This is an optimization exercise on Yosys and OpenROAD, whose aim is small area, not a production implementation. RTL that was checked went through simulation tests only; none was proved equivalent to the original. For run 1, only the layout was checked, not whether the RTL still works.

**flow/design.v**
```verilog
package prbs_link_pkg;
   localparam int PRBS_ORDER = 7;
   localparam int PRBS_TAP = 6;
   localparam logic [PRBS_ORDER-1:0] PRBS_SEED = '1;
   localparam int DEF_WORD_W = 64;
   localparam int DEF_NUM_LANES = 8;
   localparam int DEF_LOCK_WORDS = 4;
   localparam int WERR_W = 7;
   localparam int TOT_W = 24;
   localparam int INIT_W = 8;
   typedef struct packed {
      logic              aligned;
      logic [WERR_W-1:0] word_errors;
      logic [TOT_W-1:0]  total_errors;
   } lane_status_t;
   function automatic int sel_w(input int lanes);
      sel_w = (lanes > 1) ? $clog2(lanes) : 1;
   endfunction
endpackage
`timescale 1ns/1ps
import prbs_link_pkg::*;
module prbs7_gen #(
   parameter int WORD_W = prbs_link_pkg::DEF_WORD_W
) (
   input  logic              clk_i,
   input  logic              rst_i,
   input  logic              vld_i,
   output logic [WORD_W-1:0] word_o
);
   localparam logic [PRBS_ORDER-1:0] PRE_SEED = 7'b0101010;
   logic [PRBS_ORDER-1:0]        hist_q;
   logic [PRBS_ORDER-1:0]        hist_d;
   logic [WORD_W+PRBS_ORDER-1:0] strm;
   assign strm[PRBS_ORDER-1:0] = hist_q;
   for (genvar n = PRBS_ORDER; n < WORD_W + PRBS_ORDER; n++)
   begin : g_strm
      prbs_xor2 u_x (
         .a (strm[n-PRBS_ORDER]),
         .b (strm[n-PRBS_TAP]),
         .y (strm[n])
      );
   end
   assign word_o = strm[WORD_W+PRBS_ORDER-1:PRBS_ORDER];
   assign hist_d = rst_i ? '0 : (vld_i ? strm[WORD_W+PRBS_ORDER-1 -: PRBS_ORDER] : PRE_SEED);
   always_ff @(posedge clk_i)
   begin
      hist_q <= hist_d;
   end
endmodule
`timescale 1ns/1ps
import prbs_link_pkg::*;
module prbs_fa (
   input  logic a,
   input  logic b,
   input  logic c,
   output logic s,
   output logic co
);
   assign s  = a ^ b ^ c;
   assign co = (a & b) | (a & c) | (b & c);
endmodule
module prbs_ha (
   input  logic a,
   input  logic b,
   output logic s,
   output logic co
);
   assign s  = a ^ b;
   assign co = a & b;
endmodule
module prbs_xor2 (
   input  logic a,
   input  logic b,
   output logic y
);
   assign y = a ^ b;
endmodule
module prbs_nor2 (
   input  logic a,
   input  logic b,
   output logic y
);
   assign y = ~(a | b);
endmodule
module prbs_sel8 (
   input  logic [7:0] d_i,
   input  logic [7:0] oh_i,
   output logic       y_o
);
   assign y_o = |(d_i & oh_i);
endmodule
module lane_checker #(
   parameter int WORD_W = prbs_link_pkg::DEF_WORD_W
) (
   input  logic                           clk_i,
   input  logic                           rst_i,
   input  logic                           vld_i,
   input  logic [WORD_W-1:0]              rx_word_i,
   output logic                           aligned_o,
   output logic                           word_err_o,
   output logic [prbs_link_pkg::TOT_W-1:0] total_errors_o
);
   logic [PRBS_ORDER-1:0] prev_q;
   logic [WORD_W+PRBS_ORDER-1:0] hist;
   logic [WORD_W-1:0]     err_bits;
   logic [5:0]            cnt;
   logic                  raw_nz;
   logic                  clean;
   logic [2:0]            run_q;
   logic [2:0]            run_d;
   logic                  lock;
   logic [TOT_W-1:0]      tot_q;
   logic [TOT_W-1:0]      tot_d;
   logic [5:0]            add_lo;
   logic                  add_ci;
   logic [TOT_W:0]        carry;
   logic [TOT_W-1:0]      sum;
   assign hist = {rx_word_i, prev_q};
   for (genvar n = 0; n < WORD_W; n++)
   begin : g_err
      assign err_bits[n] = hist[PRBS_ORDER+n] ^ hist[n] ^ hist[n+1];
   end
   logic s0, c0;
   prbs_fa u_fa0 (.a(err_bits[0]), .b(err_bits[1]), .c(err_bits[2]), .s(s0), .co(c0));
   logic s1, c1;
   prbs_fa u_fa1 (.a(err_bits[3]), .b(err_bits[4]), .c(err_bits[5]), .s(s1), .co(c1));
   logic s2, c2;
   prbs_fa u_fa2 (.a(err_bits[6]), .b(err_bits[7]), .c(err_bits[8]), .s(s2), .co(c2));
   logic s3, c3;
   prbs_fa u_fa3 (.a(err_bits[9]), .b(err_bits[10]), .c(err_bits[11]), .s(s3), .co(c3));
   logic s4, c4;
   prbs_fa u_fa4 (.a(err_bits[12]), .b(err_bits[13]), .c(err_bits[14]), .s(s4), .co(c4));
   logic s5, c5;
   prbs_fa u_fa5 (.a(err_bits[15]), .b(err_bits[16]), .c(err_bits[17]), .s(s5), .co(c5));
   logic s6, c6;
   prbs_fa u_fa6 (.a(err_bits[18]), .b(err_bits[19]), .c(err_bits[20]), .s(s6), .co(c6));
   logic s7, c7;
   prbs_fa u_fa7 (.a(err_bits[21]), .b(err_bits[22]), .c(err_bits[23]), .s(s7), .co(c7));
   logic s8, c8;
   prbs_fa u_fa8 (.a(err_bits[24]), .b(err_bits[25]), .c(err_bits[26]), .s(s8), .co(c8));
   logic s9, c9;
   prbs_fa u_fa9 (.a(err_bits[27]), .b(err_bits[28]), .c(err_bits[29]), .s(s9), .co(c9));
   logic s10, c10;
   prbs_fa u_fa10 (.a(err_bits[30]), .b(err_bits[31]), .c(err_bits[32]), .s(s10), .co(c10));
   logic s11, c11;
   prbs_fa u_fa11 (.a(err_bits[33]), .b(err_bits[34]), .c(err_bits[35]), .s(s11), .co(c11));
   logic s12, c12;
   prbs_fa u_fa12 (.a(err_bits[36]), .b(err_bits[37]), .c(err_bits[38]), .s(s12), .co(c12));
   logic s13, c13;
   prbs_fa u_fa13 (.a(err_bits[39]), .b(err_bits[40]), .c(err_bits[41]), .s(s13), .co(c13));
   logic s14, c14;
   prbs_fa u_fa14 (.a(err_bits[42]), .b(err_bits[43]), .c(err_bits[44]), .s(s14), .co(c14));
   logic s15, c15;
   prbs_fa u_fa15 (.a(err_bits[45]), .b(err_bits[46]), .c(err_bits[47]), .s(s15), .co(c15));
   logic s16, c16;
   prbs_fa u_fa16 (.a(err_bits[48]), .b(err_bits[49]), .c(err_bits[50]), .s(s16), .co(c16));
   logic s17, c17;
   prbs_fa u_fa17 (.a(err_bits[51]), .b(err_bits[52]), .c(err_bits[53]), .s(s17), .co(c17));
   logic s18, c18;
   prbs_fa u_fa18 (.a(err_bits[54]), .b(err_bits[55]), .c(err_bits[56]), .s(s18), .co(c18));
   logic s19, c19;
   prbs_fa u_fa19 (.a(err_bits[57]), .b(err_bits[58]), .c(err_bits[59]), .s(s19), .co(c19));
   logic s20, c20;
   prbs_fa u_fa20 (.a(err_bits[60]), .b(err_bits[61]), .c(err_bits[62]), .s(s20), .co(c20));
   logic s21, c21;
   prbs_fa u_fa21 (.a(s0), .b(s1), .c(s2), .s(s21), .co(c21));
   logic s22, c22;
   prbs_fa u_fa22 (.a(s3), .b(s4), .c(s5), .s(s22), .co(c22));
   logic s23, c23;
   prbs_fa u_fa23 (.a(s6), .b(s7), .c(s8), .s(s23), .co(c23));
   logic s24, c24;
   prbs_fa u_fa24 (.a(s9), .b(s10), .c(s11), .s(s24), .co(c24));
   logic s25, c25;
   prbs_fa u_fa25 (.a(s12), .b(s13), .c(s14), .s(s25), .co(c25));
   logic s26, c26;
   prbs_fa u_fa26 (.a(s15), .b(s16), .c(s17), .s(s26), .co(c26));
   logic s27, c27;
   prbs_fa u_fa27 (.a(s18), .b(s19), .c(s20), .s(s27), .co(c27));
   logic s28, c28;
   prbs_fa u_fa28 (.a(s21), .b(s22), .c(s23), .s(s28), .co(c28));
   logic s29, c29;
   prbs_fa u_fa29 (.a(s24), .b(s25), .c(s26), .s(s29), .co(c29));
   logic s30, c30;
   prbs_fa u_fa30 (.a(s27), .b(s28), .c(s29), .s(s30), .co(c30));
   logic s31, c31;
   prbs_fa u_fa31 (.a(c0), .b(c1), .c(c2), .s(s31), .co(c31));
   logic s32, c32;
   prbs_fa u_fa32 (.a(c3), .b(c4), .c(c5), .s(s32), .co(c32));
   logic s33, c33;
   prbs_fa u_fa33 (.a(c6), .b(c7), .c(c8), .s(s33), .co(c33));
   logic s34, c34;
   prbs_fa u_fa34 (.a(c9), .b(c10), .c(c11), .s(s34), .co(c34));
   logic s35, c35;
   prbs_fa u_fa35 (.a(c12), .b(c13), .c(c14), .s(s35), .co(c35));
   logic s36, c36;
   prbs_fa u_fa36 (.a(c15), .b(c16), .c(c17), .s(s36), .co(c36));
   logic s37, c37;
   prbs_fa u_fa37 (.a(c18), .b(c19), .c(c20), .s(s37), .co(c37));
   logic s38, c38;
   prbs_fa u_fa38 (.a(c21), .b(c22), .c(c23), .s(s38), .co(c38));
   logic s39, c39;
   prbs_fa u_fa39 (.a(c24), .b(c25), .c(c26), .s(s39), .co(c39));
   logic s40, c40;
   prbs_fa u_fa40 (.a(c27), .b(s31), .c(s32), .s(s40), .co(c40));
   logic s41, c41;
   prbs_fa u_fa41 (.a(s33), .b(s34), .c(s35), .s(s41), .co(c41));
   logic s42, c42;
   prbs_fa u_fa42 (.a(s36), .b(s37), .c(c28), .s(s42), .co(c42));
   logic s43, c43;
   prbs_fa u_fa43 (.a(c29), .b(s38), .c(s39), .s(s43), .co(c43));
   logic s44, c44;
   prbs_fa u_fa44 (.a(s40), .b(s41), .c(c30), .s(s44), .co(c44));
   logic s45, c45;
   prbs_fa u_fa45 (.a(s42), .b(s43), .c(s44), .s(s45), .co(c45));
   logic s46, c46;
   prbs_fa u_fa46 (.a(c31), .b(c32), .c(c33), .s(s46), .co(c46));
   logic s47, c47;
   prbs_fa u_fa47 (.a(c34), .b(c35), .c(c36), .s(s47), .co(c47));
   logic s48, c48;
   prbs_fa u_fa48 (.a(c37), .b(c38), .c(c39), .s(s48), .co(c48));
   logic s49, c49;
   prbs_fa u_fa49 (.a(c40), .b(c41), .c(s46), .s(s49), .co(c49));
   logic s50, c50;
   prbs_fa u_fa50 (.a(s47), .b(c42), .c(c43), .s(s50), .co(c50));
   logic s51, c51;
   prbs_fa u_fa51 (.a(s48), .b(s49), .c(c44), .s(s51), .co(c51));
   logic s52, c52;
   prbs_fa u_fa52 (.a(s50), .b(c45), .c(s51), .s(s52), .co(c52));
   logic s53, c53;
   prbs_fa u_fa53 (.a(c46), .b(c47), .c(c48), .s(s53), .co(c53));
   logic s54, c54;
   prbs_fa u_fa54 (.a(c49), .b(c50), .c(s53), .s(s54), .co(c54));
   logic s55, c55;
   prbs_fa u_fa55 (.a(c51), .b(s54), .c(c52), .s(s55), .co(c55));
   logic s56, c56;
   prbs_fa u_fa56 (.a(c53), .b(c54), .c(c55), .s(s56), .co(c56));
   assign cnt[0] = s30;
   assign cnt[1] = s45;
   assign cnt[2] = s52;
   assign cnt[3] = s55;
   assign cnt[4] = s56;
   assign cnt[5] = c56;
   assign raw_nz = (cnt != '0) | err_bits[WORD_W-1];
   assign clean  = vld_i & ~raw_nz;
   assign lock = run_q[2];
   always_comb
   begin
      run_d = '0;
      if (!rst_i && clean)
      begin
         run_d = lock ? 3'd4 : run_q + 3'd1;
      end
   end
   assign add_lo = lock ? cnt : '0;
   assign add_ci = lock & err_bits[WORD_W-1];
   assign carry[0] = add_ci;
   for (genvar i = 0; i < TOT_W; i++)
   begin : g_add
      if (i < 6)
      begin : g_fa
         assign sum[i]     = tot_q[i] ^ add_lo[i] ^ carry[i];
         assign carry[i+1] = (tot_q[i] & add_lo[i]) | (tot_q[i] & carry[i]) |
                             (add_lo[i] & carry[i]);
      end
      else
      begin : g_ha
         assign sum[i]     = tot_q[i] ^ carry[i];
         assign carry[i+1] = tot_q[i] & carry[i];
      end
   end
   assign tot_d = ~{TOT_W{rst_i}} & (sum | {TOT_W{carry[TOT_W]}});
   always_ff @(posedge clk_i)
   begin
      prev_q <= rx_word_i[WORD_W-1 -: PRBS_ORDER];
      run_q  <= run_d;
      tot_q  <= tot_d;
   end
   assign aligned_o      = lock;
   assign word_err_o     = vld_i & raw_nz;
   assign total_errors_o = tot_q;
endmodule
`timescale 1ns/1ps
import prbs_link_pkg::*;
module error_readout #(
   parameter int NUM_LANES = prbs_link_pkg::DEF_NUM_LANES
) (
   input  logic                                       clk_i,
   input  logic                                       rst_i,
   input  logic [NUM_LANES-1:0]                       lane_aligned_i,
   input  logic [NUM_LANES-1:0]                       lane_err_i,
   input  logic [NUM_LANES-1:0][prbs_link_pkg::TOT_W-1:0] lane_total_i,
   input  logic [prbs_link_pkg::sel_w(NUM_LANES)-1:0] chan_sel_i,
   input  logic [prbs_link_pkg::INIT_W-1:0]           err_init_i,
   output logic [prbs_link_pkg::TOT_W-1:0]            status_o,
   output logic                                       err_flag_o,
   output logic [NUM_LANES-1:0]                       aligned_o
);
   logic [7:0]       sel_oh;
   logic [TOT_W-1:0] sel_total;
   logic [TOT_W:0]   carry;
   logic [TOT_W-1:0] sum;
   logic [TOT_W-1:0] sum_n;
   logic [TOT_W-1:0] status_d;
   logic             err_any_q;
   for (genvar k = 0; k < 8; k++)
   begin : g_oh
      assign sel_oh[k] = (k < NUM_LANES) && (int'(chan_sel_i) == k);
   end
   for (genvar i = 0; i < TOT_W; i++)
   begin : g_sel
      logic [7:0] col;
      for (genvar k = 0; k < 8; k++)
      begin : g_col
         assign col[k] = (k < NUM_LANES) ? lane_total_i[k % NUM_LANES][i] : 1'b0;
      end
      prbs_sel8 u_sel (
         .d_i  (col),
         .oh_i (sel_oh),
         .y_o  (sel_total[i])
      );
   end
   assign carry[0] = 1'b0;
   for (genvar i = 0; i < TOT_W; i++)
   begin : g_add
      if (i == 0)
      begin : g_h0
         prbs_ha u_ha (.a(sel_total[i]), .b(err_init_i[i]), .s(sum[i]), .co(carry[i+1]));
      end
      else if (i < INIT_W)
      begin : g_fa
         prbs_fa u_fa (.a(sel_total[i]), .b(err_init_i[i]), .c(carry[i]), .s(sum[i]), .co(carry[i+1]));
      end
      else
      begin : g_ha
         prbs_ha u_ha (.a(sel_total[i]), .b(carry[i]), .s(sum[i]), .co(carry[i+1]));
      end
      prbs_nor2 u_sat (.a(sum[i]), .b(carry[TOT_W]), .y(sum_n[i]));
      prbs_nor2 u_clr (.a(sum_n[i]), .b(rst_i), .y(status_d[i]));
   end
   always_ff @(posedge clk_i)
   begin
      status_o <= status_d;
   end
   always_ff @(posedge clk_i)
   begin
      if (rst_i)
      begin
         err_flag_o <= 1'b0;
         aligned_o  <= '0;
         err_any_q  <= 1'b0;
      end
      else
      begin
         err_flag_o <= err_any_q;
         aligned_o  <= lane_aligned_i;
         err_any_q  <= |lane_err_i;
      end
   end
endmodule
`timescale 1ns/1ps
import prbs_link_pkg::*;
module prbs_link_top #(
   parameter int WORD_W     = prbs_link_pkg::DEF_WORD_W,
   parameter int NUM_LANES  = prbs_link_pkg::DEF_NUM_LANES,
   parameter int LOCK_WORDS = prbs_link_pkg::DEF_LOCK_WORDS
) (
   input  logic                                       clk_i,
   input  logic                                       rst_i,
   input  logic [NUM_LANES-1:0][WORD_W-1:0]           rx_words_i,
   input  logic [prbs_link_pkg::sel_w(NUM_LANES)-1:0] chan_sel_i,
   input  logic [prbs_link_pkg::INIT_W-1:0]           err_init_i,
   output logic [WORD_W-1:0]                          tx_word_o,
   output logic [prbs_link_pkg::TOT_W-1:0]            status_o,
   output logic                                       err_flag_o,
   output logic [NUM_LANES-1:0]                       aligned_o
);
   logic                              vld_q;
   logic [NUM_LANES-1:0]              lane_aligned;
   logic [NUM_LANES-1:0]              lane_err;
   logic [NUM_LANES-1:0][TOT_W-1:0]   lane_total;
   always_ff @(posedge clk_i)
   begin
      vld_q <= ~rst_i;
   end
   prbs7_gen #(
      .WORD_W (WORD_W)
   ) u_gen (
      .clk_i  (clk_i),
      .rst_i  (rst_i),
      .vld_i  (vld_q),
      .word_o (tx_word_o)
   );
   for (genvar k = 0; k < NUM_LANES; k++)
   begin : g_lane
      lane_checker #(
         .WORD_W (WORD_W)
      ) u_chk (
         .clk_i          (clk_i),
         .rst_i          (rst_i),
         .vld_i          (vld_q),
         .rx_word_i      (rx_words_i[k]),
         .aligned_o      (lane_aligned[k]),
         .word_err_o     (lane_err[k]),
         .total_errors_o (lane_total[k])
      );
   end
   error_readout #(
      .NUM_LANES (NUM_LANES)
   ) u_readout (
      .clk_i          (clk_i),
      .rst_i          (rst_i),
      .lane_aligned_i (lane_aligned),
      .lane_err_i     (lane_err),
      .lane_total_i   (lane_total),
      .chan_sel_i     (chan_sel_i),
      .err_init_i     (err_init_i),
      .status_o       (status_o),
      .err_flag_o     (err_flag_o),
      .aligned_o      (aligned_o)
   );
endmodule
```
**flow/flow/run.sh**
```bash
#!/bin/bash
set -o pipefail
export BUFFER_PORTS_ARGS="-buffer_cell sky130_fd_sc_hd__buf_1"
export CTS_ARGS="-sink_clustering_enable -repair_clock_nets -dont_use_dummy_load -buf_list sky130_fd_sc_hd__clkbuf_8 -sink_clustering_size 16 -sink_clustering_max_diameter 50"
bash standard.sh > standard.log 2>&1
```
**flow/standard.sh**
```bash
#!/bin/bash
# synth_recipe.tcl (not shown) runs the flow's synth.tcl, then flattens the netlist and writes it again
# the make line also repeats each setting of config.mk as NAME=value (left out here)
make -C /OpenROAD-flow-scripts/flow DESIGN_CONFIG=/design/flow/config.mk WORK_HOME=/design/flow/orfs CLKGATE_MAP_FILE= SYNTH_SCRIPT=/design/flow/synth_recipe.tcl "${@:-finish}"
```
**flow/config.mk**
```make
export PLATFORM = sky130hd
export DESIGN_NAME = prbs_link_top
export DESIGN_NICKNAME = prbs_link_top
export VERILOG_FILES = /design/flow/design.v
export SDC_FILE = /design/flow/constraint.sdc
export NUM_CORES = 4
export LEC_CHECK = 0
export CAP_MARGIN = 10
export CORE_MARGIN = 2
export CORE_UTILIZATION = 60
export SLEW_MARGIN = 10
export SYNTH_HIERARCHICAL = 1
```
**flow/constraint.sdc**
```tcl
create_clock -name core_clock -period 12.0 [get_ports {clk_i}]
set_input_delay 2.4000 -clock core_clock [delete_from_list [all_inputs] [get_ports {clk_i}]]
set_output_delay 2.4000 -clock core_clock [all_outputs]
set_load 0.01 [all_outputs]
```
==> results of run 1 <==
-- critical path, delay by kind of cell --
| family | cells | cell delay, ns |
|---|---|---|
| simple gates | 4 | 0.51 |
| xor+xnor | 2 | 0.34 |
| buf+inv | 2 | 0.37 |
| fa+ha+maj | 28 | 8.23 |
-- placed cells by master (no fill, tap or decap), types with 11 or more instances in the layout --
cell      instances
a22oi_1          96
and2_1           60
buf_1           620
buf_4            77
clkbuf_8         36
dfxtp_1         314
fa_1            511
ha_1            161
inv_1            12
nand4_1          24
nor2_1          457
nor2b_1          16
nor3b_2          11
xnor2_1        1008
xor2_1           64
-- modules after synthesis (local to each module, per instance), excerpt --
| module | cells | flops+latches |
|---|---|---|
| prbs_nor2 | 1 | 0 |
| prbs_link_top | 2 | 1 |
| prbs_sel8 | 5 | 0 |
| prbs_ha | 1 | 0 |
| prbs_xor2 | 1 | 0 |
| prbs_fa | 1 | 0 |
-- state kept, by name, summed over array words and instances (netlist names) --
name / flops
g_lane.u_chk.tot_q: 192
g_lane.u_chk.prev_q: 56
g_lane.u_chk.run_q: 24
u_readout.status_o: 24
u_readout.aligned_o: 8
u_gen.hist_q: 7
u_readout.err_any_q: 1
u_readout.err_flag_o: 1
vld_q: 1
-- layer usage --
| layer | vias up | GRT usage | share of wire |
|---|---|---|---|
| met1 | 11000 | 0.377 | 0.41 |
| met5 | - | 0 | 0.00059 |
| met3 | 115 | 0.0522 | 0.061 |
| li1 | 10400 | - | - |
| met2 | 620 | 0.509 | 0.50 |
| met4 | 8 | 0.0899 | 0.030 |
-- worst max path at each step --
| stage | to | start | cells after the start | slack (ns) |
|---|---|---|---|---|
| after global routing | g_lane[4].u_chk.tot_q[4] | rx_words_i[277] | 36 | 0.11 |
| after global placement | g_lane[4].u_chk.tot_q[3] | rx_words_i[258] | 36 | 0.05 |
| after CTS | g_lane[4].u_chk.tot_q[4] | rx_words_i[258] | 36 | 0.53 |
| after floorplan | g_lane[1].u_chk.tot_q[10] | rx_words_i[65] | 36 | 0.65 |
| after detailed placement | g_lane[4].u_chk.tot_q[0] | rx_words_i[256] | 36 | -0.07 |
| final | g_lane[4].u_chk.tot_q[4] | rx_words_i[270] | 36 | 0.55 |
-- area by class of cell --
| cell class | count | area [µm²] | area share |
|---|---|---|---|
| Sequential cell | 314 | 6290 | 0.173 |
| Multi-Input combinational cell | 2469 | 25500 | 0.703 |
| Inverter | 12 | 45.0 | 0.00124 |
| Tap cell | 688 | 861 | 0.0237 |
| Clock buffer | 36 | 495 | 0.0136 |
| Antenna cell | 4 | 10.0 | 0.000276 |
| Timing Repair Buffer | 706 | 3070 | 0.0846 |
-- logic make-up after synthesis --
group	synth area share
xor gates and xnor gates	0.299
adders and majority gates	0.382
and+or+nand+nor	0.0906
DFF	0.196
AOI/OAI and AO/OA	0.0246
buffers and inverters	0.00858
-- per-stage QoR --
stage	std cells	hold WS, ns	setup TNS, ns	worst slack [ns]
finish	4229	0.431	0	0.551
global route	4228	0.451	0	0.112
CTS	4225	0.435	0	0.527
detailed placement	4189	0.423	-2.10	-0.0696
global placement	4189	0.412	0	0.0460
floorplan	2851	0.404	0	0.646
==> notes.md, run 1 <==
status=finished clean; synth top area cells=fa_1 32%, xnor2_1 28%, dfxtp_1 20%; Seq cells post-synth=314; unrepaired setup endpoints after global routing=false; Post-CTS Resized=0; sequential area share after synthesis=0.196; Initial Utilization=0.608; Max Fanout on Critical Path=23; top post-synthesis cells by count=1008 x xnor2_1, 511 x fa_1, 457 x nor2_1, 314 x dfxtp_1, 161 x ha_1; GRT Util Overall=0.294; Final Hold Vio Count=0; post-route cell area=36300 µm²; vias in the first global route=roughly 24000; hold depth=1; die width=235 µm; number of placement rows=84; CTS tree=done; CTS Sinks=314; most numerous cell on the critical path=ha_1; GRT overflow=0; worst setup path category=input pin to register; Reg clk slew, reported paths=about 0.090 ns; hold_sp=g_lane[5].u_chk.run_q[0]; share of cells above drive strength 1=0.0464; Post-CTS Setup Inserts=0; Area growth syn-to-layout=13.2%; max frequency=0.0873 GHz; Via-to-Cell Ratio=5.23; IO Count=around 620; die height=235 µm; post-layout util=0.688; worst path arrival time=11.89 ns; final max-slew violation count=0; Post-Syn Area=between 30000 and 40000 µm²; Worst setup SP type=input pin; DP HPWL=71.4 mm; Worst-Margin Slew=0.923 ns; RePlAce Congestion=0.937; CORE AREA=52800 µm²; Hold Crit Endpoint=g_lane[5].u_chk.run_q[0]; die footprint=between 50000 and 60000 µm²; worst r2r src=g_lane[4].u_chk.prev_q[1]; CTS root buffer=clkbuf_8; Worst EP required=12.44 ns; worst skew pair latency=0.60 ns; count leader, synth=xnor2_1; Synth top area share=0.319; EDFF count, synth=0; H-tree levels=2; crit end category=register; prevailing post-synth register cell=dfxtp_1; DR iter-0 viols=1009; Final ANT Viol Nets=0; maximum capacitance violations=0; flop2flop setup slack=2.26 ns; slowest stage delay, CP=0.62 ns; clock period minus worst slack=~11 ns; WL/cell=~19 µm; placed cell area=35800 µm²; fin crit share=0.954; Slew HR=0.384; CTS Buf Count=36; FILL cells=between 4000 and 5000; Port Buffers=between 600 and 700; cell depth of the worst flop-to-flop path=35; Residual DRC=0; Final Setup Violations=0; Distinct cells, synth=28; antenna violations before repair=7; slowest CP cell=fa_1; area leader, netlist=fa_1; Max clock buf depth=3; R2R Path End=g_lane[4].u_chk.tot_q[4]; routed wire length=79.8 mm; largest net degree at the start of global routing=73; vias post-DR=22100; cell count after synthesis=2851; worst hold path type=register to register; hold_buf cts=0; DR pass1 iterations=5; ys async rst share=0; global-route wire length before repair=128 mm; Final Skew=0.0667 ns; # nets final=4736; Yosys Warn Count=10; Mean Syn Cell Area=between 10 and 15 µm²
==> run 2, diff against run 1 <==
--- a/flow/design.v
+++ b/flow/design.v
@@ -75,6 +75,12 @@
 );
    assign y = a ^ b;
 endmodule
+module prbs_or7 (
+   input  logic [6:0] a_i,
+   output logic       y_o
+);
+   assign y_o = |a_i;
+endmodule
 module prbs_nor2 (
    input  logic a,
    input  logic b,
@@ -95,6 +101,7 @@
    input  logic                           clk_i,
    input  logic                           rst_i,
    input  logic                           vld_i,
+   input  logic                           go_i,
    input  logic [WORD_W-1:0]              rx_word_i,
    output logic                           aligned_o,
    output logic                           word_err_o,
@@ -105,10 +112,19 @@
    logic [WORD_W-1:0]     err_bits;
    logic [5:0]            cnt;
    logic                  raw_nz;
-   logic                  clean;
-   logic [2:0]            run_q;
-   logic [2:0]            run_d;
+   typedef enum logic [2:0] {
+      ST_R0 = 3'b000,
+      ST_R1 = 3'b001,
+      ST_R2 = 3'b011,
+      ST_R3 = 3'b010,
+      ST_R4 = 3'b110,
+      ST_L4 = 3'b111,
+      ST_L0 = 3'b101
+   } lock_st_t;
+   lock_st_t              st_q;
+   lock_st_t              st_d;
    logic                  lock;
+   logic                  lock_prev;
    logic [TOT_W-1:0]      tot_q;
    logic [TOT_W-1:0]      tot_d;
    logic [5:0]            add_lo;
@@ -116,10 +132,21 @@
    logic [TOT_W:0]        carry;
    logic [TOT_W-1:0]      sum;
    assign hist = {rx_word_i, prev_q};
-   for (genvar n = 0; n < WORD_W; n++)
+   for (genvar n = 0; n < WORD_W - 1; n++)
    begin : g_err
       assign err_bits[n] = hist[PRBS_ORDER+n] ^ hist[n] ^ hist[n+1];
    end
+   logic exp_last;
+   prbs_xor2 u_exp_last (
+      .a (hist[WORD_W-1]),
+      .b (hist[WORD_W]),
+      .y (exp_last)
+   );
+   prbs_xor2 u_err_last (
+      .a (hist[PRBS_ORDER+WORD_W-1]),
+      .b (exp_last),
+      .y (err_bits[WORD_W-1])
+   );
    logic s0, c0;
    prbs_fa u_fa0 (.a(err_bits[0]), .b(err_bits[1]), .c(err_bits[2]), .s(s0), .co(c0));
    logic s1, c1;
@@ -240,15 +267,34 @@
    assign cnt[3] = s55;
    assign cnt[4] = s56;
    assign cnt[5] = c56;
-   assign raw_nz = (cnt != '0) | err_bits[WORD_W-1];
-   assign clean  = vld_i & ~raw_nz;
-   assign lock = run_q[2];
+   prbs_or7 u_nz (
+      .a_i ({err_bits[WORD_W-1], cnt}),
+      .y_o (raw_nz)
+   );
+   assign lock      = st_q[2] & st_q[1];
+   assign lock_prev = st_q[2] & st_q[0];
    always_comb
    begin
-      run_d = '0;
-      if (!rst_i && clean)
+      st_d = ST_R0;
+      if (go_i)
       begin
-         run_d = lock ? 3'd4 : run_q + 3'd1;
+         if (raw_nz)
+         begin
+            st_d = lock ? ST_L0 : ST_R0;
+         end
+         else
+         begin
+            case (st_q)
+               ST_R0:   st_d = ST_R1;
+               ST_R1:   st_d = ST_R2;
+               ST_R2:   st_d = ST_R3;
+               ST_R3:   st_d = ST_R4;
+               ST_R4:   st_d = ST_L4;
+               ST_L4:   st_d = ST_L4;
+               ST_L0:   st_d = ST_R1;
+               default: st_d = ST_R0;
+            endcase
+         end
       end
    end
    assign add_lo = lock ? cnt : '0;
@@ -256,27 +302,26 @@
    assign carry[0] = add_ci;
    for (genvar i = 0; i < TOT_W; i++)
    begin : g_add
+      logic sum_n;
       if (i < 6)
       begin : g_fa
-         assign sum[i]     = tot_q[i] ^ add_lo[i] ^ carry[i];
-         assign carry[i+1] = (tot_q[i] & add_lo[i]) | (tot_q[i] & carry[i]) |
-                             (add_lo[i] & carry[i]);
+         prbs_fa u_fa (.a(tot_q[i]), .b(add_lo[i]), .c(carry[i]), .s(sum[i]), .co(carry[i+1]));
       end
       else
       begin : g_ha
-         assign sum[i]     = tot_q[i] ^ carry[i];
-         assign carry[i+1] = tot_q[i] & carry[i];
+         prbs_ha u_ha (.a(tot_q[i]), .b(carry[i]), .s(sum[i]), .co(carry[i+1]));
       end
+      prbs_nor2 u_sat (.a(sum[i]), .b(carry[TOT_W]), .y(sum_n));
+      prbs_nor2 u_clr (.a(sum_n), .b(rst_i), .y(tot_d[i]));
    end
-   assign tot_d = ~{TOT_W{rst_i}} & (sum | {TOT_W{carry[TOT_W]}});
    always_ff @(posedge clk_i)
    begin
       prev_q <= rx_word_i[WORD_W-1 -: PRBS_ORDER];
-      run_q  <= run_d;
+      st_q   <= st_d;
       tot_q  <= tot_d;
    end
-   assign aligned_o      = lock;
-   assign word_err_o     = vld_i & raw_nz;
+   assign aligned_o      = lock_prev;
+   assign word_err_o     = raw_nz;
    assign total_errors_o = tot_q;
 endmodule
 `timescale 1ns/1ps
@@ -286,6 +331,7 @@
 ) (
    input  logic                                       clk_i,
    input  logic                                       rst_i,
+   input  logic                                       vld_i,
    input  logic [NUM_LANES-1:0]                       lane_aligned_i,
    input  logic [NUM_LANES-1:0]                       lane_err_i,
    input  logic [NUM_LANES-1:0][prbs_link_pkg::TOT_W-1:0] lane_total_i,
@@ -301,6 +347,7 @@
    logic [TOT_W-1:0] sum;
    logic [TOT_W-1:0] sum_n;
    logic [TOT_W-1:0] status_d;
+   assign aligned_o = lane_aligned_i;
    logic             err_any_q;
    for (genvar k = 0; k < 8; k++)
    begin : g_oh
@@ -346,14 +393,12 @@
       if (rst_i)
       begin
          err_flag_o <= 1'b0;
-         aligned_o  <= '0;
          err_any_q  <= 1'b0;
       end
       else
       begin
          err_flag_o <= err_any_q;
-         aligned_o  <= lane_aligned_i;
-         err_any_q  <= |lane_err_i;
+         err_any_q  <= vld_i & (|lane_err_i);
       end
    end
 endmodule
@@ -375,6 +420,7 @@
    output logic [NUM_LANES-1:0]                       aligned_o
 );
    logic                              vld_q;
+   logic                              go;
    logic [NUM_LANES-1:0]              lane_aligned;
    logic [NUM_LANES-1:0]              lane_err;
    logic [NUM_LANES-1:0][TOT_W-1:0]   lane_total;
@@ -382,6 +428,7 @@
    begin
       vld_q <= ~rst_i;
    end
+   assign go = vld_q & ~rst_i;
    prbs7_gen #(
       .WORD_W (WORD_W)
    ) u_gen (
@@ -398,6 +445,7 @@
          .clk_i          (clk_i),
          .rst_i          (rst_i),
          .vld_i          (vld_q),
+         .go_i           (go),
          .rx_word_i      (rx_words_i[k]),
          .aligned_o      (lane_aligned[k]),
          .word_err_o     (lane_err[k]),
@@ -409,6 +457,7 @@
    ) u_readout (
       .clk_i          (clk_i),
       .rst_i          (rst_i),
+      .vld_i          (vld_q),
       .lane_aligned_i (lane_aligned),
       .lane_err_i     (lane_err),
       .lane_total_i   (lane_total),
==> run 2 against run 1 <==
Net effect:
- still clean
- clock skew up 0.040 ns
- synthesized area down 1.2%
- worst hold slack better by 0.028 ns
- cell area down 2.0%
- flip-flop and latch count down 8
- utilization down 0.96 points
- critical path depth unchanged
- sequential share of layout area down 0.099 points
==> notes.md, run 2 <==
Initial Utilization=0.604 (-0.00362); CTS Buf Count=30 (-17%); clock period minus worst slack=11.38 ns (-0.0640 ns); placed cell area=35200 µm² (-1.8%); Port Buffers=621 (unchanged); most numerous cell on the critical path=ha_1; antenna violations before repair=6 (-1); cell count after synthesis=2829 (-0.77%); hold_buf cts=0 (unchanged); Mean Syn Cell Area=11.2 µm² (-0.42%); most frequent cells in the layout=1008 x xnor2_1, 620 x buf_1, 511 x fa_1; Worst setup SP type=input pin; worst hold path type=register to register; vias post-DR=21800 (-1.4%); H-tree levels=1 (-1); post-synthesis simple-gate area fraction=0.0834 (-0.00716); Seq cells post-synth=306 (-2.5%); Synth Area in Adders=0.386 (+0.00459); post-synthesis mux area share=0 (unchanged); worst path arrival time=11.80 ns (-0.09 ns); Slew HR=0.225 (-0.159); prevailing post-synth register cell=dfxtp_1; DP HPWL=68.3 mm (-4.4%); Post-CTS Setup Inserts=0 (unchanged); largest net degree at the start of global routing=115 (+58%); Via-to-Cell Ratio=5.20 (-0.62%); CTS Sinks=306 (-2.5%); GRT Util Overall=0.281 (-0.0133); slowest CP cell=fa_1; final max-slew violation count=0 (unchanged); status=finished clean; Reg clk slew, reported paths=0.10 ns (about the same); share of cells above drive strength 1=0.0263 (-0.0201); worst setup path category=input pin to register; GRT overflow=0 (unchanged); ys async rst share=0 (unchanged); Final ANT Viol Nets=0 (unchanged); CTS tree=done; Worst EP required=12.42 ns (-0.02 ns); Post-Syn Area=31700 µm² (-1.2%); synth top area cells=fa_1 32%, xnor2_1 28%, dfxtp_1 19%; Max clock buf depth=3 (unchanged); Final Setup Violations=0 (unchanged); max frequency=0.0878 GHz (+0.56%); die footprint=54700 µm² (-1.2%); Worst-Margin Slew=1.16 ns (+0.239 ns); Distinct cells, synth=27 (-3.6%); DR pass1 iterations=5 (unchanged); Largest Register=g_lane.u_chk.tot_q; IO Count=622 (unchanged); CTS root buffer=clkbuf_8; WL/cell=18.1 µm (-4.1%); Synth Area in Compound Gates=0.0290 (+0.00440); maximum capacitance violations=0 (unchanged); largest registers=g_lane.u_chk.tot_q: 192 flops, g_lane.u_chk.prev_q: 56 flops; Final WS setup=0.615 ns (+0.0640 ns); die height=234 µm (-0.59%); count leader, synth=xnor2_1; Final Skew=0.107 ns (+0.0405 ns); max FFs per register=192 (unchanged); delay-heaviest family, CP=adder cells; global-route wire length before repair=120 mm (-6.1%); # nets final=4699 (-0.78%); area leader, netlist=fa_1; worst skew pair latency=0.66 ns (+0.06 ns); Residual DRC=0 (unchanged); unrepaired setup endpoints after global routing=false; post-layout util=0.679 (-0.00963); Final Hold Vio Count=0 (unchanged); commonest non-fill, non-tap cell in the layout=xnor2_1; top post-synthesis cells by count=1008 x xnor2_1, 511 x fa_1, 441 x nor2_1, 306 x dfxtp_1, 161 x ha_1; Placement Setup Slack=-0.000700 ns (+0.0689 ns); routed wire length=75.9 mm (-4.9%); Post-CTS Resized=0 (unchanged); Max Fanout on Critical Path=24 (+4.3%); die width=234 µm (-0.59%); Setup TNS Final=0 ns (unchanged); Area growth syn-to-layout=12.3%; vias in the first global route=23100 (-3.3%); Synth top area share=0.323 (+0.00384); post-route cell area=35600 µm² (-2.0%); EDFF count, synth=0 (unchanged); largest family of logic cells by synthesized area=adder cells; Post-Synth XOR/XNOR Area=0.301 (+0.00202); RePlAce Congestion=0.888 (-5.3%); fin crit share=0.949 (-0.00533); DR iter-0 viols=962 (-4.7%); Crit path buffers/inverters=2 (unchanged); crit end category=register; CORE AREA=52400 µm² (-0.60%); slowest stage delay, CP=0.55 ns (-0.07 ns); Yosys Warn Count=10 (unchanged); number of placement rows=84 (unchanged); sequential area share after synthesis=0.193 (-0.00269)
## run 2: cell types whose count changed after synthesis, moves of 16 or more
cell / change
and2_1: -40
nor2_1: -16
nand2_1: +16
clkbuf_1: -40
xor2_1: +16
and3_1: +56
## run 2: metrics by stage
stage,cells,hold slack [ns]
2_1_floorplan,2829,0.414
3_3_place_gp,4158,0.444
3_5_place_dp,4158,0.446
4_1_cts,4188,0.463
5_1_grt,4192,0.482
6_report,4195,0.459
## run 2: final cells by class
class | count | area [µm²]
clock buffer | 30 | 413
fill | 4275 | 16900
tap | 688 | 861
timing repair buffer | 665 | 2770
sequential | 306 | 6130
antenna | 7 | 17.5
multi-input combinational | 2487 | 25400
inverter | 12 | 45.0
## run 2: cell families (layout without fill, tap and decap cells)
family                   after synthesis  after routing
flip-flops                           306            306
AND/OR/NAND/NOR                      603            603
XOR/XNOR                            1088           1088
adder cells (fa/ha/maj)              672            672
buffers and inverters                 36            707
AO/OA/AOI/OAI                        124            124
other                                  0              7
## run 2: final timing paths
check,slack (ns),end,cells after the start,from
worst max register to register,2.28,g_lane[3].u_chk.tot_q[6],35,g_lane[3].u_chk.prev_q[3]
worst min register to register,0.46,u_readout.err_flag_o,1,u_readout.err_any_q
worst min-delay path,0.46,u_readout.err_flag_o,1,u_readout.err_any_q
worst max-delay path,0.62,g_lane[3].u_chk.tot_q[6],36,rx_words_i[194]
## run 2: modules after synthesis (local to each module, per instance), excerpt
module	flops+latches	area [µm²]
prbs_sel8	0	36.3
prbs_link_top	1	30.0
prbs_fa	0	20.0
prbs_or7	0	15.0
prbs_ha	0	12.5
prbs_xor2	0	8.76
prbs_nor2	0	3.75
## run 2: per-layer routing
layer / up-vias / share of wire / track usage / routed length [µm]
met2: 539 / 0.50 / 0.493 / 38200
met1: 10800 / 0.44 / 0.378 / 33000
li1: 10400 / - / - / -
met4: 2 / 0.016 / 0.0502 / 1240
met5: - / 0.00021 / 0 / 16
met3: 82 / 0.045 / 0.0360 / 3440
==> run 3, diff against run 2 <==
--- a/flow/config.mk
+++ b/flow/config.mk
@@ -7,6 +7,7 @@
 export LEC_CHECK = 0
 export CAP_MARGIN = 10
 export CORE_MARGIN = 2
-export CORE_UTILIZATION = 60
+export CORE_UTILIZATION = 75
+export GPL_TIMING_DRIVEN = 0
 export SLEW_MARGIN = 10
 export SYNTH_HIERARCHICAL = 1
==> run 3 against run 2 <==
Net effect:
- clock skew down 0.019 ns
- clock-buffer cell count down 2
- synthesized area unchanged
- flip-flop and latch count unchanged
- worst hold slack better by 0.0058 ns
- first-iteration DRC count up 61%
- synthesized cell count unchanged
- critical endpoint is now g_lane[1].u_chk.tot_q[3]
==> notes.md, run 3 <==
status=finished clean; clock period minus worst slack=11.61 ns (+0.230 ns); sequential area share after synthesis=0.193 (unchanged); Worst-Margin Slew=1.00 ns (-0.161 ns); slowest stage delay, CP=0.53 ns (-0.02 ns); DR iter-0 viols=1547 (+61%); worst path arrival time=12.08 ns (+0.28 ns); count leader, synth=xnor2_1; prevailing post-synth register cell=dfxtp_1; final max-slew violation count=0 (unchanged); Distinct cells, synth=27 (unchanged); crit end category=register; die footprint=43900 µm² (-20%); Synth top area share=0.323 (unchanged); max FFs per register=192 (unchanged); share of cells above drive strength 1=0.0249 (-0.00135); hold_buf cts=0 (unchanged); Worst setup SP type=input pin; CTS Sinks=306 (unchanged); area leader, netlist=fa_1; Via-to-Cell Ratio=5.61 (+7.9%); Largest Register=g_lane.u_chk.tot_q; most numerous cell on the critical path=ha_1; Initial Utilization=0.757 (+0.153); Final Skew=0.0876 ns (-0.0195 ns); delay-heaviest family, CP=adder cells; die width=210 µm (-10%); Mean Syn Cell Area=11.2 µm² (unchanged); # placed instances=4000 (-3.8%); DP HPWL=67.3 mm (-1.5%); Slew HR=0.333 (+0.108); Final Hold Slack=0.465 ns (+0.00579 ns); Placement Setup Slack=-0.365 ns (-0.364 ns); top post-synthesis cells by count=1008 x xnor2_1, 511 x fa_1, 441 x nor2_1, 306 x dfxtp_1, 161 x ha_1; unrepaired setup endpoints after global routing=false; RePlAce Congestion=0.972 (+9.5%); CTS root buffer=clkbuf_8; Area growth syn-to-layout=11.4%; Yosys Warn Count=10 (unchanged); maximum capacitance violations=0 (unchanged); H-tree levels=1 (unchanged); cell count after synthesis=2829 (unchanged); GRT overflow=0 (unchanged); synth top area cells=fa_1 32%, xnor2_1 28%, dfxtp_1 19%; Post-Syn Area=31700 µm² (unchanged); DR pass1 iterations=5 (unchanged); Final WS setup=0.386 ns (-0.230 ns); vias post-DR=22700 (+3.9%); Worst EP required=12.47 ns (+0.05 ns); largest registers=g_lane.u_chk.tot_q: 192 flops, g_lane.u_chk.prev_q: 56 flops; WL/cell=18.8 µm (+4.0%); largest net degree at the start of global routing=48 (-58%); Port Buffers=621 (unchanged); global-route wire length before repair=122 mm (+1.7%); die height=210 µm (-10%); max frequency=0.0861 GHz (-2.0%); Final Hold Vio Count=0 (unchanged); Setup TNS Final=0 ns (unchanged); routed wire length=76.0 mm (+0.16%); Final Setup Violations=0 (unchanged); Final ANT Viol Nets=0 (unchanged); EDFF count, synth=0 (unchanged); number of placement rows=75 (-11%); Seq cells post-synth=306 (unchanged); worst hold path type=register to register; Residual DRC=0 (unchanged); CTS tree=done; ys async rst share=0 (unchanged); Max Fanout on Critical Path=24 (unchanged); CORE AREA=41900 µm² (-20%); worst setup path category=input pin to register; IO Count=622 (unchanged); antenna violations before repair=12 (+6); # nets final=4688 (-0.23%); worst skew pair latency=0.63 ns (-0.03 ns); CTS Buf Count=28 (-6.7%); commonest non-fill, non-tap cell in the layout=xnor2_1; slowest CP cell=fa_1; Crit path buffers/inverters=1 (-1); Max clock buf depth=3 (unchanged); fin crit share=0.968 (+0.0191); Reg clk slew, reported paths=0.10 ns (about the same); vias in the first global route=25000 (+8.0%); GRT Util Overall=0.352 (+0.0713); Post-Layout Cell Count=4040 (-3.7%); most frequent cells in the layout=1008 x xnor2_1, 620 x buf_1, 511 x fa_1
## run 3: cell types whose count changed in the layout (fill, tap and decap cells not counted)
| cell | delta |
|---|---|
| nor2_1 | -1 |
| clkbuf_8 | -2 |
| buf_12 | -4 |
| buf_8 | +2 |
| buf_6 | +8 |
| ha_1 | -5 |
| buf_16 | +1 |
| ha_2 | +5 |
| clkbuf_4 | -1 |
| buf_4 | -24 |
| diode_2 | +5 |
| nor2_2 | +1 |
| buf_2 | +9 |
## run 3: layout make-up
| type | instances | area (µm²) |
|---|---|---|
| inverters | 12 | 45.0 |
| well taps | 539 | 674 |
| multi-input cells | 2487 | 25400 |
| clock buffers | 28 | 385 |
| repair buffers | 632 | 2500 |
| fillers | 2467 | 6530 |
| diodes | 12 | 30.0 |
| flip-flops and latches | 306 | 6130 |
| plain buffers | 24 | 190 |
## run 3: per-layer routing
layer | vias up | wire, µm | GRT usage
met5 | - | 37 | 0
li1 | 10400 | - | -
met3 | 240 | 3530 | 0.0452
met2 | 735 | 40100 | 0.640
met1 | 11300 | 28600 | 0.419
met4 | 6 | 3740 | 0.162
## run 3: per-stage QoR
stage               utilization  cell area (µm²)
finish                    0.844            35300
global placement          0.829            34700
global route              0.844            35300
CTS                       0.843            35300
detailed placement        0.834            34900
floorplan                     -            31700
## run 3: Yosys stat by module (local to each module, per instance), excerpt
module         times used  cells inside  cell area, µm²
prbs_ha               161             1            12.5
prbs_sel8              24             5            36.3
prbs_link_top           1             3            30.0
prbs_xor2              80             1            8.76
prbs_or7                8             3            15.0
prbs_fa               511             1            20.0
prbs_nor2             432             1            3.75
## run 3: kinds of logic after synthesis
logic type,count (synthesis),synth area share
buffers and inverters,36,0.00742
AO/OA/AOI/OAI,124,0.0290
adder cells (fa/ha/maj),672,0.386
flip-flops,306,0.193
AND/OR/NAND/NOR,603,0.0834
XOR/XNOR,1088,0.301
## run 3: worst paths after layout
check                             from                        end  slack [ns]  cells past startpoint
max reg2reg  g_lane[2].u_chk.prev_q[5]  g_lane[2].u_chk.tot_q[12]        2.13                     34
min reg2reg        u_readout.err_any_q       u_readout.err_flag_o        0.47                      1
min                u_readout.err_any_q       u_readout.err_flag_o        0.47                      1
max                     rx_words_i[66]   g_lane[1].u_chk.tot_q[3]        0.39                     35
## run 3: repair_timing
item,CTS,global route
resized for setup,0,5
endpoints found under the hold margin,0,0
buffers inserted,0,0
endpoints found under the setup margin,0,21
==> run 4, diff against run 3 <==
--- a/flow/config.mk
+++ b/flow/config.mk
@@ -7,7 +7,7 @@
 export LEC_CHECK = 0
 export CAP_MARGIN = 10
 export CORE_MARGIN = 2
-export CORE_UTILIZATION = 75
+export CORE_UTILIZATION = 60
 export GPL_TIMING_DRIVEN = 0
 export SLEW_MARGIN = 10
 export SYNTH_HIERARCHICAL = 1
==> run 4 against run 3 <==
Net effect:
- still clean
- utilization down 17 points
- worst hold slack worse by 0.0061 ns
- clock-buffer cell count grew 2
- synthesized area did not move
- first-iteration DRC count decreased by 46%
- non-clock buffer count is the same
- cell area grew 0.55%
- global-route usage shrank 7.4 points
- critical path type unchanged
- critical endpoint is now g_lane[1].u_chk.tot_q[0]
- highest routed layer unchanged
==> notes.md, run 4 <==
status=finished clean; WL/cell=18.0 µm (-4.5%); Area growth syn-to-layout=12.1%; Post-Synth XOR/XNOR Area=0.301 (unchanged); post-synthesis mux area share=0 (unchanged); Max Fanout on Critical Path=24 (unchanged); Synth top area share=0.323 (unchanged); Final Hold Vio Count=0 (unchanged); ys async rst share=0 (unchanged); maximum capacitance violations=0 (unchanged); Initial Utilization=0.604 (-0.153); post-layout util=0.677 (-0.167); slowest CP cell=fa_1; global-route wire length before repair=119 mm (-2.5%); largest net degree at the start of global routing=51 (+6.3%); cell count after synthesis=2829 (unchanged); Distinct cells, synth=27 (unchanged); worst setup path category=input pin to register; routed wire length=75.3 mm (-0.95%); Final WS setup=0.415 ns (+0.0296 ns); Max clock buf depth=3 (unchanged); DR pass1 iterations=5 (unchanged); Seq cells post-synth=306 (unchanged); Post-CTS Resized=0 (unchanged); Largest Register=g_lane.u_chk.tot_q; slowest stage delay, CP=0.60 ns (+0.07 ns); Setup TNS Final=0 ns (unchanged); top post-synthesis cells by count=1008 x xnor2_1, 511 x fa_1, 441 x nor2_1, 306 x dfxtp_1, 161 x ha_1; die footprint=54700 µm² (+24%); Synth Area in Compound Gates=0.0290 (unchanged); fin crit share=0.965 (-0.00247); number of placement rows=84 (+12%); unrepaired setup endpoints after global routing=false; final max-slew violation count=0 (unchanged); Final Setup Violations=0 (unchanged); CTS Sinks=306 (unchanged); crit end category=register; FILL cells=4147 (+68%); vias in the first global route=23300 (-6.8%); largest family of logic cells by synthesized area=adder cells; post-synthesis simple-gate area fraction=0.0834 (unchanged); IO Count=622 (unchanged); die height=234 µm (+12%); Sequential Area=6130 µm² (unchanged); largest registers=g_lane.u_chk.tot_q: 192 flops, g_lane.u_chk.prev_q: 56 flops; max FFs per register=192 (unchanged); DR iter-0 viols=839 (-46%); Slew HR=0.359 (+0.0268); most frequent cells in the layout=1008 x xnor2_1, 620 x buf_1, 511 x fa_1; worst path arrival time=12.08 ns (about the same); area leader, netlist=fa_1; Final ANT Viol Nets=0 (unchanged); Worst EP required=12.49 ns (+0.02 ns); worst skew pair latency=0.65 ns (+0.02 ns); count leader, synth=xnor2_1; Final Skew=0.0960 ns (+0.00834 ns); Placement Setup Slack=-0.241 ns (+0.124 ns); worst hold path type=register to register; CTS tree=done; commonest non-fill, non-tap cell in the layout=xnor2_1; CTS root buffer=clkbuf_8; EDFF count, synth=0 (unchanged); sequential area share after synthesis=0.193 (unchanged); Post-CTS Setup Inserts=0 (unchanged); RePlAce Congestion=0.885 (-8.9%); Mean Syn Cell Area=11.2 µm² (unchanged); antenna violations before repair=15 (+3); Residual DRC=0 (unchanged); share of cells above drive strength 1=0.0241 (-0.000874); vias post-DR=21700 (-4.1%); max frequency=0.0863 GHz (+0.26%); synth top area cells=fa_1 32%, xnor2_1 28%, dfxtp_1 19%; DP HPWL=67.7 mm (+0.65%); die width=234 µm (+12%); Port Buffers=621 (unchanged); CORE AREA=52400 µm² (+25%); GRT Util Overall=0.278 (-0.0741); Synth Area in Adders=0.386 (unchanged); CTS Buf Count=30 (+7.1%); clock period minus worst slack=11.58 ns (-0.0296 ns); most numerous cell on the critical path=ha_1; Post-Syn Area=31700 µm² (unchanged); Reg clk slew, reported paths=0.10 ns (about the same); Worst setup SP type=input pin; # nets final=4690 (+0.043%); Via-to-Cell Ratio=5.18 (-7.6%); multi-input logic area=25400 µm² (about the same); Final Hold Slack=0.459 ns (-0.00612 ns); Yosys Warn Count=10 (unchanged); hold_buf cts=0 (unchanged); prevailing post-synth register cell=dfxtp_1; GRT overflow=0 (unchanged); Worst-Margin Slew=0.961 ns (-0.0402 ns); H-tree levels=1 (unchanged)
run 4: final cells by class:
type | instances | share of cell area
Sequential cell | 306 | 0.172
Timing Repair Buffer | 632 | 0.0702
Clock buffer | 30 | 0.0116
Inverter | 12 | 0.00127
Multi-Input combinational cell | 2487 | 0.714
Buffer | 24 | 0.00535
Antenna cell | 12 | 0.000845
Tap cell | 688 | 0.0242
run 4: final timing paths:
kind | cells past startpoint | end | slack, ns | start
hold reg to reg | 1 | u_readout.err_flag_o | 0.46 | u_readout.err_any_q
hold / removal | 1 | u_readout.err_flag_o | 0.46 | u_readout.err_any_q
setup reg to reg | 34 | g_lane[5].u_chk.tot_q[2] | 2.10 | g_lane[5].u_chk.prev_q[6]
setup / recovery | 35 | g_lane[1].u_chk.tot_q[0] | 0.42 | rx_words_i[104]
run 4: through the flow:
stage	std cells	area (µm²)
2_1_floorplan	2829	31700
3_3_place_gp	4138	34900
3_5_place_dp	4149	35100
4_1_cts	4179	35500
5_1_grt	4190	35500
6_report	4191	35500
run 4: logic make-up (layout without fill, tap and decap cells):
| logic type | Yosys count | in the layout |
|---|---|---|
| xor+xnor | 1088 | 1088 |
| fa+ha+maj | 672 | 672 |
| simple gates | 603 | 603 |
| flops | 306 | 306 |
| compound gates | 124 | 124 |
| buf+inv | 36 | 698 |
| other cells | 0 | 12 |
run 4: Yosys stat by module (local to each module, per instance), excerpt:
| module | times used | cell area, µm² | flops+latches |
|---|---|---|---|
| prbs_fa | 511 | 20.0 | 0 |
| prbs_ha | 161 | 12.5 | 0 |
| prbs_nor2 | 432 | 3.75 | 0 |
| prbs_or7 | 8 | 15.0 | 0 |
| prbs_sel8 | 24 | 36.3 | 0 |
| prbs_xor2 | 80 | 8.76 | 0 |
run 4: critical path, delay by kind of cell:
kind                     cells  cell delay, ns
XOR/XNOR                     2            0.35
adder cells (fa/ha/maj)     29            8.53
AND/OR/NAND/NOR              3            0.49
buffers and inverters        1            0.30
run 4: routing by layer:
layer,track usage,wire [µm],vias to the layer above,share of wire
met5,0,44,-,0.00058
met2,0.491,38200,481,0.51
li1,-,-,10400,-
met3,0.0400,3420,116,0.045
met1,0.362,31700,10700,0.42
met4,0.0667,1830,8,0.024
==> run 5, diff against run 4 <==
==> flow/flow/run.sh (replaced) <==
#!/bin/bash
set -o pipefail
export BUFFER_PORTS_ARGS="-buffer_cell sky130_fd_sc_hd__buf_1"
export CTS_ARGS="-sink_clustering_enable -repair_clock_nets -dont_use_dummy_load -buf_list sky130_fd_sc_hd__clkbuf_4 -sink_clustering_size 10 -sink_clustering_max_diameter 40"
export REMOVE_ABC_BUFFERS=1
bash standard.sh REMOVE_ABC_BUFFERS=1 finish > standard.log 2>&1
==> run 5 against run 4 <==
Net effect:
- sequential share of layout area grew 0.097 points
- largest cell class unchanged
- critical path depth unchanged
- worst setup slack improved by 0.17 ns
- flip-flop and latch count unchanged
- die area unchanged
- highest routed layer unchanged
==> notes.md, run 5 <==
status=finished clean; flop2flop setup slack=2.12 ns (+0.02 ns); Worst setup SP type=input pin; crit end category=register; Yosys Warn Count=10 (unchanged); die height=234 µm (unchanged); antenna violations before repair=13 (-2); commonest non-fill, non-tap cell in the layout=xnor2_1; worst path arrival time=12.05 ns (-0.03 ns); Post-Layout Cell Count=4188 (-0.072%); CTS Sinks=306 (unchanged); Seq cells post-synth=306 (unchanged); worst r2r src=g_lane[3].u_chk.prev_q[3]; DR pass1 iterations=5 (unchanged); Final Hold Vio Count=0 (unchanged); Port Buffers=621 (unchanged); sequential area share after synthesis=0.193 (unchanged); Via-to-Cell Ratio=5.19 (+0.13%); final max-slew violation count=0 (unchanged); number of placement rows=84 (unchanged); # placed instances=4125 (-0.58%); EDFF count, synth=0 (unchanged); max frequency=0.0876 GHz (+1.5%); Max clock buf depth=3 (unchanged); # nets final=4686 (-0.085%); die width=234 µm (unchanged); synth top area cells=fa_1 32%, xnor2_1 28%, dfxtp_1 19%; Worst EP required=12.63 ns (+0.14 ns); hold depth=1 (unchanged); slowest CP cell=fa_1; prevailing post-synth register cell=dfxtp_1; Hold Crit Endpoint=u_readout.err_flag_o; share of cells above drive strength 1=0.0229 (-0.00112); Setup crit start=rx_words_i[76]; CTS root buffer=clkbuf_4; DR iter-0 viols=1002 (+19%); Residual DRC=0 (unchanged); vias post-DR=21700 (+0.055%); Worst-Margin Slew=0.990 ns (+0.0287 ns); die footprint=54700 µm² (unchanged); GRT Util Overall=0.281 (+0.00237); maximum capacitance violations=0 (unchanged); area leader, netlist=fa_1; vias in the first global route=23400 (+0.37%); clock period minus worst slack=11.42 ns (-0.169 ns); Final Skew=0.130 ns (+0.0336 ns); Final Setup Violations=0 (unchanged); largest registers=g_lane.u_chk.tot_q: 192 flops, g_lane.u_chk.prev_q: 56 flops; Max Fanout on Critical Path=24 (unchanged); IO Count=622 (unchanged); RePlAce Congestion=0.913 (+3.2%); CTS Buf Count=50 (+67%); hold_sp=u_readout.err_any_q; worst hold path type=register to register; max FFs per register=192 (unchanged); Reg clk slew, reported paths=0.09 ns (about the same); H-tree levels=2 (+1); worst skew pair latency=0.81 ns (+0.16 ns); slowest stage delay, CP=0.59 ns (about the same); fin crit share=0.951 (-0.0141); global-route wire length before repair=120 mm (+0.53%); Final Hold Slack=0.458 ns (-0.00122 ns); Mean Syn Cell Area=11.2 µm² (unchanged); cell count after synthesis=2829 (unchanged); largest net degree at the start of global routing=50 (-2.0%); count leader, synth=xnor2_1; CTS tree=done; GRT overflow=0 (unchanged); routed wire length=75.4 mm (+0.20%); Post-CTS Setup Inserts=0 (unchanged); hold_buf cts=0 (unchanged); most numerous cell on the critical path=ha_1; Post-CTS Resized=0 (unchanged); Slew HR=0.340 (-0.0198); Post-Syn Area=31700 µm² (unchanged); top post-synthesis cells by count=1008 x xnor2_1, 511 x fa_1, 441 x nor2_1, 306 x dfxtp_1, 161 x ha_1; unrepaired setup endpoints after global routing=false; Synth top area share=0.323 (unchanged); Area growth syn-to-layout=11.4%; DP HPWL=67.7 mm (about the same); Largest Register=g_lane.u_chk.tot_q; WL/cell=18.0 µm (+0.27%); ys async rst share=0 (unchanged); Distinct cells, synth=27 (unchanged); cell depth of the worst flop-to-flop path=34 (unchanged); Initial Utilization=0.604 (unchanged); R2R Path End=g_lane[3].u_chk.tot_q[3]; worst setup path category=input pin to register; Final ANT Viol Nets=0 (unchanged); CORE AREA=52400 µm² (unchanged); most frequent cells in the layout=1008 x xnor2_1, 620 x buf_1, 511 x fa_1
-- run 5: cell types whose count changed in the layout (fill, tap and decap cells not counted) --
cell	delta
clkbuf_4	+50
buf_6	-8
buf_2	-8
buf_8	-1
buf_4	-8
buf_16	+3
diode_2	+1
clkbuf_8	-30
buf_12	-2
-- run 5: worst max-delay path: cells and delay by family --
family	cells	cell delay, ns
simple gates	3	0.49
buf+inv	1	0.26
fa+ha+maj	29	8.58
xor+xnor	2	0.30
-- run 5: area by class of cell --
cell class                 instances  area [µm²]
clock buffer                      50         375
multi-input combinational       2487       25400
timing repair buffer             632        2520
antenna                           13        32.5
sequential                       306        6130
inverter                          12        45.0
fill                            4309       17100
tap                              688         861
-- run 5: how the worst max path moves through the flow --
stage,endpoint,slack (ns),cells past startpoint
after floorplan,g_lane[1].u_chk.tot_q[0],0.73,34
after global placement,g_lane[3].u_chk.st_q[1],-1.18,3
after detailed placement,g_lane[6].u_chk.tot_q[5],-0.18,35
after CTS,g_lane[7].u_chk.tot_q[1],0.65,35
after global routing,g_lane[4].u_chk.tot_q[1],0.23,35
final,g_lane[1].u_chk.tot_q[4],0.58,35
-- run 5: through the flow --
stage	area (µm²)	TNS, ns	utilization	worst slack [ns]
5_1_grt	35300	0	0.673	0.229
3_3_place_gp	34700	-80.51	0.662	-1.18
4_1_cts	35300	0	0.673	0.649
2_1_floorplan	31500	0	-	0.732
6_report	35300	0	0.674	0.585
3_5_place_dp	34900	-22.84	0.666	-0.175
-- run 5: per-layer routing --
metal / track usage / wire length, µm / vias up
met4: 0.0763 / 1990 / 2
met1: 0.369 / 31900 / 10700
met3: 0.0462 / 3770 / 128
met2: 0.481 / 37700 / 549
li1: - / - / 10400
met5: 0 / 13 / -
-- run 5: cells by family after synthesis --
family | count (synthesis) | share of synthesized area
buf+inv | 36 | 0.00742
flops | 306 | 0.193
simple gates | 603 | 0.0834
fa+ha+maj | 672 | 0.386
compound gates | 124 | 0.0290
xor+xnor | 1088 | 0.301
-- run 5: per-module statistics from Yosys, one instance, submodules excluded, excerpt --
| module | flip-flops and latches | cells |
|---|---|---|
| prbs_sel8 | 0 | 5 |
| prbs_link_top | 1 | 3 |
| prbs_fa | 0 | 1 |
| prbs_or7 | 0 | 3 |
| prbs_ha | 0 | 1 |
| prbs_xor2 | 0 | 1 |
| prbs_nor2 | 0 | 1 |

separate check: timing with driven ports:
Ports are ideal in the flow. The routed layouts listed here were re-timed in OpenROAD.
Step 1: set_driving_cell puts a clkbuf_16 on clk_i and a buf_2 on each other input, an assumption about the parent block.
Step 2 moves the port delays by t, midway between the first and last clock arrival at a register: inputs arrive t later, outputs are due t later. That takes back most of the time a late clock gives input paths.
Slacks: ideal ports / drivers / drivers and shift; pairs: ideal ports / drivers.
run | t, ns | setup slack, ns | hold WS [ns] | worst register clock-pin slew, ns | worst data-port slew with drivers (ns)
run 1 | 0.621 | 0.551 / 0.577 / -0.044 | 0.431 / 0.431 / 0.431 | 0.10 / 0.10 | 0.16
run 2 | 0.663 | 0.615 / 0.640 / -0.023 | 0.459 / 0.459 / 0.459 | 0.10 / 0.10 | 0.19
run 3 | 0.645 | 0.386 / 0.406 / -0.240 | 0.465 / 0.465 / 0.465 | 0.11 / 0.11 | 0.13
run 4 | 0.652 | 0.415 / 0.443 / -0.209 | 0.459 / 0.459 / 0.459 | 0.10 / 0.10 | 0.18
run 5 | 0.790 | 0.585 / 0.601 / -0.189 | 0.458 / 0.458 / 0.458 | 0.11 / 0.11 | 0.18
Met with ideal ports but missed after step 2: setup timing in every run listed. The setup slack of run 5, which loses most, moves by +0.016 ns with the drivers and by -0.774 ns with both steps.
